What follows belongs to an exercise in optimizing a design on an open flow for small area, a short achievable clock period and few clock cycles per item; a production flow would make more cautious choices. RTL that was checked went through simulation tests only; none was proved equivalent to the original.

==> module sw_ctrl, before the edit <==
module sw_ctrl #(
    parameter int NUM_REF   = 64,
    parameter int NUM_QUERY = 32
)
(
    input  logic       clk,
    input  logic       reset,
    input  logic       valid_i,
    input  logic [1:0] data_ref_i,
    input  logic [1:0] data_query_i,
    input  logic       first_valid_i,    
    input  logic       last_valid_i,     
    input  logic       last_prev_i,      
    output logic       valid_o,
    output logic [1:0] ref_o,
    output logic [1:0] query_o,
    output logic       clear_o,
    output logic       last_cell_o,      
    output logic       finish_o
);
    always_ff @(posedge clk or posedge reset)
    begin
        if (reset)
            valid_o <= 1'b0;
        else
            valid_o <= valid_i;
    end
    always_ff @(posedge clk)
    begin
        finish_o <= last_cell_o;
    end
    always_ff @(posedge clk)
    begin
        ref_o   <= data_ref_i;
        query_o <= data_query_i;
    end
    assign last_cell_o = last_valid_i && !last_prev_i;
    assign clear_o = valid_o && !first_valid_i;
endmodule
Settings: LEC_CHECK=0, CAP_MARGIN=20, CORE_MARGIN=2, CORE_UTILIZATION=60, CTS_BUF_LIST=sky130_fd_sc_hd__clkbuf_16, CTS_CLUSTER_DIAMETER=80, CTS_CLUSTER_SIZE=24, SLEW_MARGIN=20; clock period 55.0 ns.
standard.sh (not shown) runs the stock make flow with config.mk's settings and CLKGATE_MAP_FILE= SYNTH_SCRIPT=/design/flow/synth_recipe.tcl, a recipe that flattens the netlist after the stock synthesis.
==> flow/flow/run.sh <==
#!/bin/bash
# Layout flow: the standard flow (standard.sh) with these changes:
#  - the registers that drive output ports get the x4 drive strength of
#    their cell (same cell type and name), see upsize_out.py;
#  - the port buffers are sky130_fd_sc_hd__buf_4.
# Registers, their names and cell types are those of the standard synthesis.
# Each tool's output goes to a log file in the work folder.
set -euo pipefail
W=$(pwd)
SCR=$W/orfs_scripts
rm -rf "$SCR"
mkdir -p "$SCR"
cp -r "$FLOW_HOME/scripts/." "$SCR/"
cp "$W/flow/abc_area.script" "$SCR/abc_area.script"

KNOBS=(SCRIPTS_DIR="$SCR" ABC_AREA=1 ADDER_MAP_FILE= SYNTH_OPERATIONS_ARGS=-nofsm
       "BUFFER_PORTS_ARGS=-buffer_cell sky130_fd_sc_hd__buf_4")

bash standard.sh "${KNOBS[@]}" synth > "$W/synth.log" 2>&1
NET=$W/orfs/results/$FLOW_PLATFORM/sw_top/base/1_2_yosys.v
python3 "$W/flow/upsize_out.py" "$NET" > "$W/upsize.log" 2>&1
bash standard.sh "${KNOBS[@]}" finish > "$W/layout.log" 2>&1
==> flow/flow/abc_area.script <==
strash
&get -n
&st
&deepsyn -T 300
&dch -f
&nf -R 1000
&put
topo
==> flow/flow/upsize_out.py <==
#!/usr/bin/env python3
"""Give the flip-flops that drive the output ports (the result registers and
finish_o) the x4 drive strength of their cell type, in the synthesised
netlist. Names and cell types stay as they are."""
import re, sys

path = sys.argv[1]
src = open(path).read()
pat = re.compile(r"sky130_fd_sc_hd__(dfxtp|dfrtp)_1(\s+\\u_(?:tracker\.(?:max_o|pos_ref_o|pos_query_o)|ctrl\.finish_o)[\[$])")
src, n = pat.subn(r"sky130_fd_sc_hd__\1_4\2", src)
print(f"upsized {n} output registers")
open(path, "w").write(src)
Testbench counts at the start, summed over its fixed seeds: cycles 30,720, items 320.
Next try:
--- a/flow/design.v
+++ b/flow/design.v
@@ -269,19 +269,21 @@
     output logic       last_cell_o,      
     output logic       finish_o
 );
     always_ff @(posedge clk or posedge reset)
     begin
         if (reset)
-            valid_o <= 1'b0;
+        begin
+            valid_o  <= 1'b0;
+            finish_o <= 1'b0;
+        end
         else
-            valid_o <= valid_i;
-    end
-    always_ff @(posedge clk)
-    begin
-        finish_o <= last_cell_o;
+        begin
+            valid_o  <= valid_i;
+            finish_o <= last_cell_o;
+        end
     end
     always_ff @(posedge clk)
     begin
         ref_o   <= data_ref_i;
         query_o <= data_query_i;
     end
The new run went through all stages and came out clean.
Utilization falls by 0.16 points.
Routed wire length falls by a few percent.
Non-clock buffer count falls by 6.
Synthesized area is about the same.
Worst hold slack degrades by 0.0099 ns.
Via count falls slightly.
Global-route usage falls by 0.55 points.
Maximum frequency falls slightly.
Register-to-register slack improves by 0.64 ns.
Setup slack degrades by 0.12 ns.
Testbench counts after the change, summed over its fixed seeds: cycles 30,720, items 320.

* * *

sw_top, a different RTL version from the one above (not shown whole).
Size: roughly 4,100 cells after synthesis, roughly 29 I/O pins.
==> module sw_pe, before the edit <==
module sw_pe #(
    parameter int HW = 7             
)
(
    input  logic       clk,
    input  logic       reset,
    input  logic [1:0] query_i,      
    input  logic [1:0] ref_i,
    input  logic       ref_valid_i,
    input  logic [6:0] h_left_i,     
    input  logic       i_left_i,     
    output logic [1:0] ref_o,
    output logic       ref_valid_o,
    output logic [6:0] h_o,          
    output logic [6:0] h_next_o,     
    output logic       i_o           
);
    logic [HW-1:0] h_q;
    logic [1:0]    query_q;
    logic [1:0]    query_cur;
    logic [2:0]    b_q;              
    logic          d_q;              
    logic          first;
    logic          match;
    logic signed [3:0] x, y, ss, dd;
    logic              i_top, d_top;
    logic        [2:0] best;
    logic        [3:0] u;
    logic              up, dn, neg;
    logic        [3:0] hi;
    logic        [6:0] h_new;
    logic        [6:0] h_reg;
    logic        [2:0] b_new;
    assign h_o = 7'(h_q);
    assign first     = ref_valid_i && !ref_valid_o;
    assign query_cur = first ? query_i : query_q;
    assign match     = (ref_i == query_cur);
    assign x  = h_left_i[3:0] - h_o[3:0];
    assign y  = x + {3'b0, i_left_i};
    assign ss = (match ? 4'sd6 : 4'sd3) - $signed({1'b0, b_q});
    assign dd = {3'b0, d_q};
    assign i_top = (y >= ss) && (y >= dd);
    assign d_top = (dd >= ss) && (dd >= y);
    assign best  = i_top ? y[2:0] : (d_top ? dd[2:0] : ss[2:0]);
    assign u     = {1'b0, h_o[2:0]} + {1'b0, best};
    assign up    = u[3] && (u[2] || u[1]);           
    assign dn    = !u[3] && !u[2] && !u[1];          
    always_comb
    begin
        logic all1, all0;
        all1 = up;
        all0 = dn;
        for (int k = 3; k < 7; k++)
        begin
            hi[k-3] = h_o[k] ^ (all1 || all0);
            all1    = all1 && h_o[k];
            all0    = all0 && !h_o[k];
        end
        neg = all0;                                  
    end
    assign h_new = neg ? 7'd0 : {hi, u[2] ^ !u[1], !u[1], u[0]};    
    assign h_reg = ref_valid_i ? h_new : 7'd0;
    assign b_new = h_reg[2:0] - h_left_i[2:0] + 3'd2;
    assign h_next_o = h_new;
    always_ff @(posedge clk or posedge reset)
    begin
        if (reset)
            ref_valid_o <= 1'b0;
        else
            ref_valid_o <= ref_valid_i;
    end
    always_ff @(posedge clk)
    begin
        ref_o   <= ref_i;
        query_q <= query_cur;
        h_q     <= h_reg[HW-1:0];
        b_q     <= b_new;
        i_o     <= i_top;
        d_q     <= ref_valid_i && d_top;
    end
endmodule
==> module sw_pe_second, before the edit <==
module sw_pe_second (
    input  logic       clk,
    input  logic       reset,
    input  logic [1:0] query_i,      
    input  logic [1:0] ref_i,
    input  logic       ref_valid_i,
    input  logic [6:0] h_left_i,     
    output logic [1:0] ref_o,
    output logic       ref_valid_o,
    output logic [6:0] h_o,          
    output logic       i_o
);
    logic [1:0] query_q;
    logic [1:0] query_cur;
    logic       first;
    logic [2:0] h_q;                 
    logic       d_q;                 
    logic       m1_q;                
    logic [2:0] s_val, d_val, h_new;
    logic       s_pos, d_top;
    assign first     = ref_valid_i && !ref_valid_o;
    assign query_cur = first ? query_i : query_q;
    assign s_val = (ref_i == query_cur) ? (m1_q ? 3'd4 : 3'd2) : (m1_q ? 3'd1 : 3'd0);
    assign s_pos = (ref_i == query_cur) || m1_q;
    assign d_val = (h_q + {2'b0, d_q} >= 3'd2) ? h_q + {2'b0, d_q} - 3'd2 : 3'd0;
    assign d_top = (d_val >= s_val);
    assign h_new = d_top ? d_val : s_val;
    assign h_o = {4'd0, h_q};
    assign i_o = 1'b0;
    always_ff @(posedge clk or posedge reset)
    begin
        if (reset)
            ref_valid_o <= 1'b0;
        else
            ref_valid_o <= ref_valid_i;
    end
    always_ff @(posedge clk)
    begin
        ref_o   <= ref_i;
        query_q <= query_cur;
        m1_q    <= h_left_i[1];
        h_q     <= ref_valid_i ? h_new : 3'd0;
        d_q     <= ref_valid_i && d_top;
    end
endmodule
clock: 55.0 ns
lec_check: 0
cap_margin: 20
core_margin: 2
core_utilization: 60
cts_buf_list: sky130_fd_sc_hd__clkbuf_16
cts_cluster_diameter: 80
cts_cluster_size: 24
slew_margin: 20
Scripts as last shown in full above: flow/flow/run.sh, flow/flow/abc_area.script, flow/flow/upsize_out.py
Testbench counts at the start, summed over its fixed seeds: cycles 30,720, items 320.
Then changed:
--- a/flow/design.v
+++ b/flow/design.v
@@ -83,9 +83,9 @@
         query_q <= query_cur;
         h_q     <= h_reg[HW-1:0];
         b_q     <= b_new;
         i_o     <= i_top;
-        d_q     <= ref_valid_i && d_top;
+        d_q     <= d_top;
     end
 endmodule
 module sw_pe_first (
     input  logic       clk,
@@ -161,9 +161,9 @@
         ref_o   <= ref_i;
         query_q <= query_cur;
         m1_q    <= h_left_i[1];
         h_q     <= ref_valid_i ? h_new : 3'd0;
-        d_q     <= ref_valid_i && d_top;
+        d_q     <= d_top;
     end
 endmodule
 `timescale 1ns/1ps
 module sw_array #(
=> Critical path depth is unchanged. Sequential cell count is unchanged. Setup slack got worse by 0.011 ns. Utilization rises by 0.13 points. Clock skew is higher by 0.0070 ns. Synthesized area came out higher by about 0.4%. Die area rose by 0.40%.
No functional check of the RTL was part of the second run of this note.

static timing again, ports no longer ideal:
In the flow no input, the clock included, has a driving cell. The finished layouts below were timed again as built, in two steps. Step 1 (the two cells are an assumption about what drives the block):
set clk [get_ports {clk}]
set_driving_cell -lib_cell sky130_fd_sc_hd__clkbuf_16 $clk
set_driving_cell -lib_cell sky130_fd_sc_hd__buf_2 [delete_from_list [all_inputs] $clk]
Step 2 adds t to the input delays and takes it off the output delays; t is the mean of the earliest and latest rising clock arrival at the registers after step 1. Input paths then give back, and output paths get back, about the clock's delay inside the block. Three values: ideal ports, drivers, drivers and shift; two values: the first two.
run	shift t [ns]	setup WS [ns]	worst setup path at the end	latest minus earliest clock arrival (ns)
the first run of note 1	0.645	42.916 / 42.852 / 43.194	register to register	0.027 / 0.027
the second run of note 1	0.641	42.799 / 42.736 / 43.322	input, reset recovery	0.028 / 0.028
the first run of note 2	0.628	42.916 / 42.855 / 43.279	input, reset recovery	0.029 / 0.028
the second run of note 2	0.631	42.904 / 42.845 / 43.087	input, reset recovery	0.033 / 0.033
After both steps every run listed still meets setup and hold. Setup slack includes reset recovery checks.
